What follows belongs to an exercise in optimizing a design on an open flow for small area and few clock cycles per item; a production flow would make more cautious choices.
RTL that was checked went through simulation tests only; none was proved equivalent to the original.
No activity file was given, so power comes from the tool's default toggle rates.

the reference run:
==> flow/design.v <==
package ref_seq_reader_pkg;
  localparam int ADDR_W = 25;
  localparam int LEN_W  = 25;
endpackage
module ref_seq_reader #(
  parameter int REF_LENGTH = 128,
  parameter int DRAM_WIDTH = 128,
  parameter int NB         = 3     
) (
  input  logic                  clk,
  input  logic                  rst,
  input  logic [ref_seq_reader_pkg::ADDR_W-1:0] ref_addr_in,
  input  logic [ref_seq_reader_pkg::LEN_W-1:0] ref_length_in,
  input  logic                  ref_info_valid_in,
  output logic [2*REF_LENGTH-1:0] ref_seq_block_out,
  output logic                  ref_seq_block_valid_out,
  input  logic                  ref_seq_block_rdy_in,
  output logic [ref_seq_reader_pkg::ADDR_W-1:0] dram_rd_addr_out,
  output logic                  dram_rd_req_out,
  input  logic                  dram_rd_ack_in,
  input  logic [DRAM_WIDTH-1:0] dram_rd_data_in,
  input  logic                  dram_rd_data_valid_in,
  output logic                  busy_out,
  output logic                  job_overflow_out
);
  localparam int AW = ref_seq_reader_pkg::ADDR_W;
  localparam int LW = ref_seq_reader_pkg::LEN_W;
  localparam int DW = DRAM_WIDTH;
  localparam int RW = $clog2(NB + 1);
  logic          cur_valid;
  logic [AW-1:0] rd_addr;
  logic [LW:0]   rem;           
  logic          pend_valid;
  logic [AW-1:0] pend_addr;
  logic [LW-1:0] pend_len;
  logic          overflow;
  logic [RW-1:0] res;           
  logic [DW-1:0] mem_lo [NB];
  logic [DW-1:0] mem_hi [NB];
  logic [NB-1:0] full;
  logic [NB-1:0] wp, rp;
  logic          wh;            
  logic          desc_ok, credit, req, ack, last, take, pop, push, head_full, byp, valid;
  logic [NB-1:0] sel;
  logic [DW-1:0] out_lo, out_hi;
  always_comb begin
    desc_ok   = ref_info_valid_in & (ref_length_in != '0);
    head_full = |(full & rp);
    byp       = ~head_full & dram_rd_data_valid_in & wh;
    valid     = head_full | byp;
    pop       = valid & ref_seq_block_rdy_in;
    push      = dram_rd_data_valid_in & wh;
    credit    = (res != RW'(NB)) | pop;
    req       = cur_valid & (rem[0] | credit);
    ack       = req & dram_rd_ack_in;
    last      = ack & (rem == (LW+1)'(1));
    take      = ack & ~rem[0];
  end
  always_ff @(posedge clk) begin
    if (rst) begin
      cur_valid  <= 1'b0;
      pend_valid <= 1'b0;
      overflow   <= 1'b0;
      res        <= '0;
      full       <= '0;
      wp         <= NB'(1);
      rp         <= NB'(1);
      wh         <= 1'b0;
    end else begin
      res <= res + RW'(take) - RW'(pop);
      if (ack) begin
        rd_addr <= rd_addr + AW'(1);
        rem     <= rem - (LW+1)'(1);
      end
      if (~cur_valid | last) begin
        cur_valid <= pend_valid;
        if (pend_valid) begin
          rd_addr <= pend_addr;
          rem     <= {pend_len, 1'b0};
        end
        pend_valid <= 1'b0;
      end
      if (desc_ok) begin
        if (pend_valid & cur_valid) begin
          overflow <= 1'b1;
        end else begin
          pend_valid <= 1'b1;
          pend_addr  <= ref_addr_in;
          pend_len   <= ref_length_in;
        end
      end
      if (dram_rd_data_valid_in) wh <= ~wh;
      if (push) wp <= {wp[NB-2:0], wp[NB-1]};
      if (pop) rp <= {rp[NB-2:0], rp[NB-1]};
      full <= (full | (push ? wp : '0)) & ~(pop ? rp : '0);
    end
  end
  logic [NB-1:0] clr, set_lo, set_hi;
  always_comb begin
    clr    = (pop ? rp : '0) | {NB{rst}};
    set_lo = (dram_rd_data_valid_in & ~wh & ~rst) ? wp : '0;
    set_hi = (dram_rd_data_valid_in &  wh & ~rst) ? (wp & ~clr) : '0;
  end
  always_ff @(posedge clk) begin
    for (int i = 0; i < NB; i++) begin
      mem_lo[i] <= (mem_lo[i] & {DW{~clr[i]}}) | (dram_rd_data_in & {DW{set_lo[i]}});
      mem_hi[i] <= (mem_hi[i] & {DW{~clr[i]}}) | (dram_rd_data_in & {DW{set_hi[i]}});
    end
  end
  always_comb begin
    sel    = rp & full;
    out_lo = '0;
    out_hi = '0;
    for (int i = 0; i < NB; i++) begin
      out_lo = out_lo | ({DW{rp[i]}} & mem_lo[i]);
      out_hi = out_hi | ({DW{sel[i]}} & mem_hi[i]);
    end
    out_hi = out_hi | ({DW{~head_full}} & dram_rd_data_in);
  end
  assign ref_seq_block_out       = {out_hi, out_lo};
  assign ref_seq_block_valid_out = valid;
  assign dram_rd_req_out         = req;
  assign dram_rd_addr_out        = rd_addr;
  assign busy_out                = cur_valid | pend_valid | (res != '0);
  assign job_overflow_out        = overflow;
endmodule
Settings: LEC_CHECK=0, CAP_MARGIN=20, CORE_MARGIN=2, CORE_UTILIZATION=75, PLACE_DENSITY=0.85, SLEW_MARGIN=20; clock period 5.0 ns.
standard.sh (not shown) runs the stock make flow with config.mk's settings and CLKGATE_MAP_FILE= SYNTH_SCRIPT=/design/flow/synth_recipe.tcl, a recipe that flattens the netlist after the stock synthesis.
==> flow/flow/run.sh <==
#!/bin/bash
# The standard ORFS layout (standard.sh), with two changes to how it is built: the port
# buffers use the smallest buffer cell, and the clock tree is built from clkbuf_8 cells in
# sink clusters of up to 15 flip-flops within 50 um, without dummy loads.
# All of make's output goes to layout.log in the work folder; ORFS's own per-step logs stay
# under orfs/logs.
set -euo pipefail
bash standard.sh \
  "BUFFER_PORTS_ARGS=-buffer_cell sky130_fd_sc_hd__buf_1" \
  "CTS_ARGS=-sink_clustering_enable -repair_clock_nets -dont_use_dummy_load -buf_list sky130_fd_sc_hd__clkbuf_8 -sink_clustering_size 15 -sink_clustering_max_diameter 50" \
  finish > layout.log 2>&1
Testbench counts of the reference run, summed over its fixed seeds: cycles 22,109, blocks 5,250.
### the reference run -> the trial run
-- flow/design.v --
<<< the reference run, line 42
  logic          wh;            
  logic          desc_ok, credit, req, ack, last, take, pop, push, head_full, byp, valid;
  logic [NB-1:0] sel;
  logic [DW-1:0] out_lo, out_hi;
  always_comb begin
>>> the trial run, line 42
  logic          wh;            
  logic          desc_ok, credit, req, ack, last, take, pop, push, head_full, byp, valid;
  logic [DW-1:0] out_lo, out_hi;
  always_comb begin
<<< the reference run, line 109
  end
  always_comb begin
    sel    = rp & full;
    out_lo = '0;
    out_hi = '0;
    for (int i = 0; i < NB; i++) begin
      out_lo = out_lo | ({DW{rp[i]}} & mem_lo[i]);
      out_hi = out_hi | ({DW{sel[i]}} & mem_hi[i]);
    end
    out_hi = out_hi | ({DW{~head_full}} & dram_rd_data_in);
>>> the trial run, line 108
  end
  always_comb begin
    out_lo = '0;
    out_hi = '0;
    for (int i = 0; i < NB; i++) begin
      out_lo = out_lo | ({DW{rp[i]}} & mem_lo[i]);
      out_hi = out_hi | ({DW{rp[i]}} & mem_hi[i]);
    end
    out_hi = out_hi | ({DW{~head_full}} & dram_rd_data_in);
Results
Comparing the reference run with the trial run, the chip width came out essentially unchanged.
As of the trial run, overall die area had risen slightly compared to the reference run.
Number of setup buffers added after CTS: the trial run vs the reference run identical
From the trial run to the reference run, count of final max-slew check failures did not move at all.
Run comparison: the reference run critical path capture point dram_rd_req_out; the trial run critical path capture point ref_seq_block_out[230]
Compared with the reference run, the trial run shows area of the mapped netlist that has gone up slightly.
The run showing the greater layout inverter count without the clock tree is the trial run.
In the trial run, the final clock period utilization by the worst path came out 3.8 points below the value in the reference run.
Between the trial run and the reference run, it is the trial run whose final net count is higher, by about 3.4%.
Re multi-input logic cell count: the trial run is 6.3% up on the reference run.
Run comparison: the reference run launch point of the worst path rp[0]$_SDFFE_PP1N_; the trial run launch point of the worst path rp[1]$_SDFFE_PP0N_
No functional check of the RTL was part of the trial run.


## JK
Another version of the RTL of ref_seq_reader (not shown whole).
Size: ~4400 cells after synthesis, ~470 I/O pins, ~43000 sq um of cells after synthesis.
==> module ref_seq_reader, before the edit <==
module ref_seq_reader #(
  parameter int REF_LENGTH = 128,
  parameter int DRAM_WIDTH = 128,
  parameter int NB         = 4     
) (
  input  logic                  clk,
  input  logic                  rst,
  input  logic [ref_seq_reader_pkg::ADDR_W-1:0] ref_addr_in,
  input  logic [ref_seq_reader_pkg::LEN_W-1:0] ref_length_in,
  input  logic                  ref_info_valid_in,
  output logic [2*REF_LENGTH-1:0] ref_seq_block_out,
  output logic                  ref_seq_block_valid_out,
  input  logic                  ref_seq_block_rdy_in,
  output logic [ref_seq_reader_pkg::ADDR_W-1:0] dram_rd_addr_out,
  output logic                  dram_rd_req_out,
  input  logic                  dram_rd_ack_in,
  input  logic [DRAM_WIDTH-1:0] dram_rd_data_in,
  input  logic                  dram_rd_data_valid_in,
  output logic                  busy_out,
  output logic                  job_overflow_out
);
  localparam int AW = ref_seq_reader_pkg::ADDR_W;
  localparam int LW = ref_seq_reader_pkg::LEN_W;
  localparam int DW = DRAM_WIDTH;
  localparam int RW = $clog2(NB + 1);
  logic          cur_valid;
  logic [AW-1:0] rd_addr;
  logic [LW:0]   rem;           
  logic          pend_valid;
  logic [AW-1:0] pend_addr;
  logic [LW-1:0] pend_len;
  logic          overflow;
  logic [RW-1:0] res;           
  logic [DW-1:0] mem_lo [NB];
  logic [DW-1:0] mem_hi [NB];
  logic [NB-1:0] full;
  logic [NB-1:0] wp, rp;
  logic          wh;            
  logic          desc_ok, credit, req, ack, last, take, pop, push, head_full, byp, valid;
  logic [NB-1:0] sel;
  logic [DW-1:0] out_lo, out_hi;
  always_comb begin
    desc_ok   = ref_info_valid_in & (ref_length_in != '0);
    head_full = |(full & rp);
    byp       = ~head_full & dram_rd_data_valid_in & wh;
    valid     = head_full | byp;
    pop       = valid & ref_seq_block_rdy_in;
    push      = dram_rd_data_valid_in & wh;
    credit    = (res != RW'(NB)) | pop;
    req       = cur_valid & (rem[0] | credit);
    ack       = req & dram_rd_ack_in;
    last      = ack & (rem == (LW+1)'(1));
    take      = ack & ~rem[0];
  end
  always_ff @(posedge clk) begin
    if (rst) begin
      cur_valid  <= 1'b0;
      pend_valid <= 1'b0;
      overflow   <= 1'b0;
      res        <= '0;
      full       <= '0;
      wp         <= NB'(1);
      rp         <= NB'(1);
      wh         <= 1'b0;
    end else begin
      res <= res + RW'(take) - RW'(pop);
      if (ack) begin
        rd_addr <= rd_addr + AW'(1);
        rem     <= rem - (LW+1)'(1);
      end
      if (~cur_valid | last) begin
        cur_valid <= pend_valid;
        if (pend_valid) begin
          rd_addr <= pend_addr;
          rem     <= {pend_len, 1'b0};
        end
        pend_valid <= 1'b0;
      end
      if (desc_ok) begin
        if (pend_valid & cur_valid) begin
          overflow <= 1'b1;
        end else begin
          pend_valid <= 1'b1;
          pend_addr  <= ref_addr_in;
          pend_len   <= ref_length_in;
        end
      end
      if (dram_rd_data_valid_in) wh <= ~wh;
      if (push) wp <= {wp[NB-2:0], wp[NB-1]};
      if (pop) rp <= {rp[NB-2:0], rp[NB-1]};
      full <= (full | (push ? wp : '0)) & ~(pop ? rp : '0);
    end
  end
  logic [NB-1:0] clr, set_lo, set_hi;
  always_comb begin
    clr    = (pop ? rp : '0) | {NB{rst}};
    set_lo = (dram_rd_data_valid_in & ~wh & ~rst) ? wp : '0;
    set_hi = (dram_rd_data_valid_in &  wh & ~rst) ? (wp & ~clr) : '0;
  end
  always_ff @(posedge clk) begin
    for (int i = 0; i < NB; i++) begin
      mem_lo[i] <= (mem_lo[i] & {DW{~clr[i]}}) | (dram_rd_data_in & {DW{set_lo[i]}});
      mem_hi[i] <= (mem_hi[i] & {DW{~clr[i]}}) | (dram_rd_data_in & {DW{set_hi[i]}});
    end
  end
  always_comb begin
    sel    = rp & full;
    out_lo = '0;
    out_hi = '0;
    for (int i = 0; i < NB; i++) begin
      out_lo = out_lo | ({DW{rp[i]}} & mem_lo[i]);
      out_hi = out_hi | ({DW{sel[i]}} & mem_hi[i]);
    end
    out_hi = out_hi | ({DW{~head_full}} & dram_rd_data_in);
  end
  assign ref_seq_block_out       = {out_hi, out_lo};
  assign ref_seq_block_valid_out = valid;
  assign dram_rd_req_out         = req;
  assign dram_rd_addr_out        = rd_addr;
  assign busy_out                = cur_valid | pend_valid | (res != '0);
  assign job_overflow_out        = overflow;
endmodule
Settings: LEC_CHECK=0, CAP_MARGIN=20, CORE_MARGIN=2, CORE_UTILIZATION=75, PLACE_DENSITY=0.85, SLEW_MARGIN=20; clock period 5.0 ns.
Scripts as last shown in full above: flow/flow/run.sh
diff inputs: JK => MS
--- a/flow/design.v
+++ b/flow/design.v
@@ -6,5 +6,5 @@
   parameter int REF_LENGTH = 128,
   parameter int DRAM_WIDTH = 128,
-  parameter int NB         = 4     
+  parameter int NB         = 2     
 ) (
   input  logic                  clk,
- MS vs. JK: number of top-level pins did not really move, wire length went down, clock slew at the register clock pins of the worst setup and hold paths did not really move, pin count of the biggest net entering global routing went up.
- Cell count came out lower on MS than on JK.
- MS vs JK — share of the clock period used by the worst path dropped 0.22 points.
- The non-clock buffer count in the final layout reported for MS is smaller than that of JK by 4.2%.
- Antenna cell count ends up higher on JK.
- The classification of the worst-slack hold path comes out input port to flop in one run and flop to flop in the other, namely in JK and MS respectively.
- Largest stage delay on the critical path delta for MS relative to JK: 0.10 ns lower
- Against JK as the reference, MS delivers a lower summed instance area of the synthesized netlist.
No run of this note included a check of the RTL's function; only the layout flow was run.


## north
ref_seq_reader, a different RTL version from the one above (not shown whole).
Size in the first run: roughly 1600 cells after synthesis, about 620 flip-flops, ~0.025 mm^2 of cells after synthesis.
==> module ref_seq_reader, before the edit <==
module ref_seq_reader #(
  parameter int REF_LENGTH = 128,
  parameter int DRAM_WIDTH = 128,
  parameter int NB         = 2,    
  parameter int ASM        = 0,    
  parameter int BYP_D      = 1,    
  parameter int BYP_P      = 1     
) (
  input  logic                  clk,
  input  logic                  rst,
  input  logic [ref_seq_reader_pkg::ADDR_W-1:0] ref_addr_in,
  input  logic [ref_seq_reader_pkg::LEN_W-1:0] ref_length_in,
  input  logic                  ref_info_valid_in,
  output logic [2*REF_LENGTH-1:0] ref_seq_block_out,
  output logic                  ref_seq_block_valid_out,
  input  logic                  ref_seq_block_rdy_in,
  output logic [ref_seq_reader_pkg::ADDR_W-1:0] dram_rd_addr_out,
  output logic                  dram_rd_req_out,
  input  logic                  dram_rd_ack_in,
  input  logic [DRAM_WIDTH-1:0] dram_rd_data_in,
  input  logic                  dram_rd_data_valid_in,
  output logic                  busy_out,
  output logic                  job_overflow_out
);
  localparam int AW = ref_seq_reader_pkg::ADDR_W;
  localparam int LW = ref_seq_reader_pkg::LEN_W;
  localparam int DW = DRAM_WIDTH;
  localparam int PW = (NB > 1) ? $clog2(NB) : 1;
  localparam int RW = $clog2(NB + 1);
  logic          cur_valid;
  logic [AW-1:0] rd_addr;
  logic [LW:0]   rem;           
  logic          pend_valid;
  logic [AW-1:0] pend_addr;
  logic [LW-1:0] pend_len;
  logic          overflow;
  logic [RW-1:0] res;           
  logic [DW-1:0] mem_lo [NB];
  logic [DW-1:0] mem_hi [NB];
  logic [DW-1:0] asm_lo;
  logic [NB-1:0] full;
  logic [PW-1:0] wp, rp;
  logic          wh;
  logic desc_ok, credit, req, ack, last, take, pop, push, byp, valid;
  logic [PW-1:0] wp_inc, rp_inc;
  always_comb begin
    desc_ok = ref_info_valid_in & (ref_length_in != '0);
    byp     = (BYP_D != 0) & ~full[rp] & dram_rd_data_valid_in & wh;
    valid   = full[rp] | byp;
    pop     = valid & ref_seq_block_rdy_in;
    push    = dram_rd_data_valid_in & wh;
    credit  = (res != RW'(NB)) | ((BYP_P != 0) & pop);
    if (ASM != 0) req = cur_valid & (~rem[0] | credit);
    else          req = cur_valid & (rem[0] | credit);
    ack     = req & dram_rd_ack_in;
    last    = ack & (rem == (LW+1)'(1));
    take    = (ASM != 0) ? (ack & rem[0]) : (ack & ~rem[0]);
    wp_inc  = (NB > 1 && wp == PW'(NB - 1)) ? '0 : wp + PW'(1);
    rp_inc  = (NB > 1 && rp == PW'(NB - 1)) ? '0 : rp + PW'(1);
    if (NB == 1) begin wp_inc = '0; rp_inc = '0; end
  end
  always_ff @(posedge clk) begin
    if (rst) begin
      cur_valid  <= 1'b0;
      pend_valid <= 1'b0;
      overflow   <= 1'b0;
      res        <= '0;
      full       <= '0;
      wp         <= '0;
      rp         <= '0;
      wh         <= 1'b0;
    end else begin
      res <= res + RW'(take) - RW'(pop);
      if (ack) begin
        rd_addr <= rd_addr + AW'(1);
        rem     <= rem - (LW+1)'(1);
      end
      if (~cur_valid | last) begin
        if (pend_valid) begin
          cur_valid  <= 1'b1;
          rd_addr    <= pend_addr;
          rem        <= {pend_len, 1'b0};
          pend_valid <= 1'b0;
          if (desc_ok) overflow <= 1'b1;
        end else begin
          cur_valid <= desc_ok;
          if (desc_ok) begin
            rd_addr <= ref_addr_in;
            rem     <= {ref_length_in, 1'b0};
          end
        end
      end else if (desc_ok) begin
        if (pend_valid) overflow <= 1'b1;
        else begin
          pend_valid <= 1'b1;
          pend_addr  <= ref_addr_in;
          pend_len   <= ref_length_in;
        end
      end
      if (dram_rd_data_valid_in) wh <= ~wh;
      if (push) wp <= wp_inc;
      if (pop) rp <= rp_inc;
      for (int i = 0; i < NB; i++) begin
        if (push && wp == PW'(i)) full[i] <= 1'b1;
        if (pop && rp == PW'(i)) full[i] <= 1'b0;
      end
    end
  end
  always_ff @(posedge clk) begin
    if (dram_rd_data_valid_in) begin
      if (!wh) begin
        if (ASM != 0) asm_lo <= dram_rd_data_in;
        else mem_lo[wp] <= dram_rd_data_in;
      end else begin
        mem_hi[wp] <= dram_rd_data_in;
        if (ASM != 0) mem_lo[wp] <= asm_lo;
      end
    end
  end
  always_comb begin
    if (full[rp]) ref_seq_block_out = {mem_hi[rp], mem_lo[rp]};
    else if (ASM != 0) ref_seq_block_out = {dram_rd_data_in, asm_lo};
    else ref_seq_block_out = {dram_rd_data_in, mem_lo[rp]};
  end
  assign ref_seq_block_valid_out = valid;
  assign dram_rd_req_out         = req;
  assign dram_rd_addr_out        = rd_addr;
  assign busy_out                = cur_valid | pend_valid | (res != '0);
  assign job_overflow_out        = overflow;
endmodule
clock: 5.0 ns
lec_check: 0
cap_margin: 20
core_margin: 2
core_utilization: 45
place_density: 0.6
slew_margin: 20
run.sh (not shown) runs the stock make flow with config.mk's settings and CLKGATE_MAP_FILE= SYNTH_SCRIPT=/design/flow/synth_recipe.tcl, a recipe that flattens the netlist after the stock synthesis.
Stock flow here: none of the scripts above is used.
north completed end to end with timing, DRC and antenna clean.
### north -> south
--- a/flow/design.v
+++ b/flow/design.v
@@ -2,13 +2,13 @@
   localparam int ADDR_W = 25;
   localparam int LEN_W  = 25;
 endpackage
 module ref_seq_reader #(
   parameter int REF_LENGTH = 128,
   parameter int DRAM_WIDTH = 128,
-  parameter int NB         = 2,    
+  parameter int NB         = 3,    
   parameter int ASM        = 0,    
   parameter int BYP_D      = 1,    
   parameter int BYP_P      = 1     
 ) (
   input  logic                  clk,
   input  logic                  rst,
@@ -77,28 +77,23 @@
       res <= res + RW'(take) - RW'(pop);
       if (ack) begin
         rd_addr <= rd_addr + AW'(1);
         rem     <= rem - (LW+1)'(1);
       end
       if (~cur_valid | last) begin
+        cur_valid <= pend_valid;
         if (pend_valid) begin
-          cur_valid  <= 1'b1;
-          rd_addr    <= pend_addr;
-          rem        <= {pend_len, 1'b0};
-          pend_valid <= 1'b0;
-          if (desc_ok) overflow <= 1'b1;
+          rd_addr <= pend_addr;
+          rem     <= {pend_len, 1'b0};
+        end
+      end
+      if (~cur_valid | last) pend_valid <= 1'b0;
+      if (desc_ok) begin
+        if (pend_valid & cur_valid) begin
+          overflow <= 1'b1;
         end else begin
-          cur_valid <= desc_ok;
-          if (desc_ok) begin
-            rd_addr <= ref_addr_in;
-            rem     <= {ref_length_in, 1'b0};
-          end
-        end
-      end else if (desc_ok) begin
-        if (pend_valid) overflow <= 1'b1;
-        else begin
           pend_valid <= 1'b1;
           pend_addr  <= ref_addr_in;
           pend_len   <= ref_length_in;
         end
       end
       if (dram_rd_data_valid_in) wh <= ~wh;
==> comparison <==
south against north: sequential cell count of the final layout has increased; critical path depth went up by 1; number of rows in the core area went up 16. On south: final cell area excluding filler cells is about 35% higher than what north gave. Worst hold slack in south vs north: up 0.0084 ns. Compared with north, south shows met1 track demand over resource in global routing lower by 1.6 points. Density: south sparser than north. south vs. north: proportion of cell area occupied by multi-input gates neither gained nor lost much, sequential portion of the cell area went up, post-route total power went up by about 30%, area of all sequential standard cells shows an increase of 0.0078 mm^2. [south vs north] setup slack of the critical path after layout: higher in south. Re simple-gate share of the synthesized area: south is 1.0 points up on north. The count of multi-input gates in south was higher than what north gave.
Function was not checked in any run of this note: the RTL went through the layout flow alone.

separate check: timing with driven ports:
In the flow no input, the clock included, has a driving cell. The finished layouts below were timed again as built, in two steps.
Step 1, drivers: a clkbuf_16 drives clk and a buf_2 each remaining input, both assumed.
Step 2 also shifts input and output timing later by t, the mid clock arrival at the registers, as if the neighbouring blocks saw the same clock.
a / b / c = ideal ports / drivers / drivers and shift; a / b = the first two.
run | t (ns) | setup slack, ns | hold slack, ns | worst data-port slew with drivers (ns) | pins driven straight from the clock port
the reference run | 0.726 | 0.365 / 0.305 / 0.819 | 0.472 / 0.455 / 0.472 | 0.13 | 1
the trial run | 0.722 | 0.557 / 0.499 / 0.813 | 0.472 / 0.447 / 0.472 | 0.11 | 1
JK | 0.770 | 0.519 / 0.460 / 1.077 | 0.449 / 0.414 / 0.469 | 0.13 | 1
MS | 0.665 | 0.531 / 0.476 / 1.140 | 0.474 / 0.474 / 0.474 | 0.11 | 1
north | 0.638 | 0.743 / 0.681 / 1.005 | 0.474 / 0.474 / 0.474 | 0.11 | 1
south | 0.697 | 0.823 / 0.756 / 1.001 | 0.482 / 0.482 / 0.482 | 0.10 | 1
After both steps every run listed still meets setup and hold.
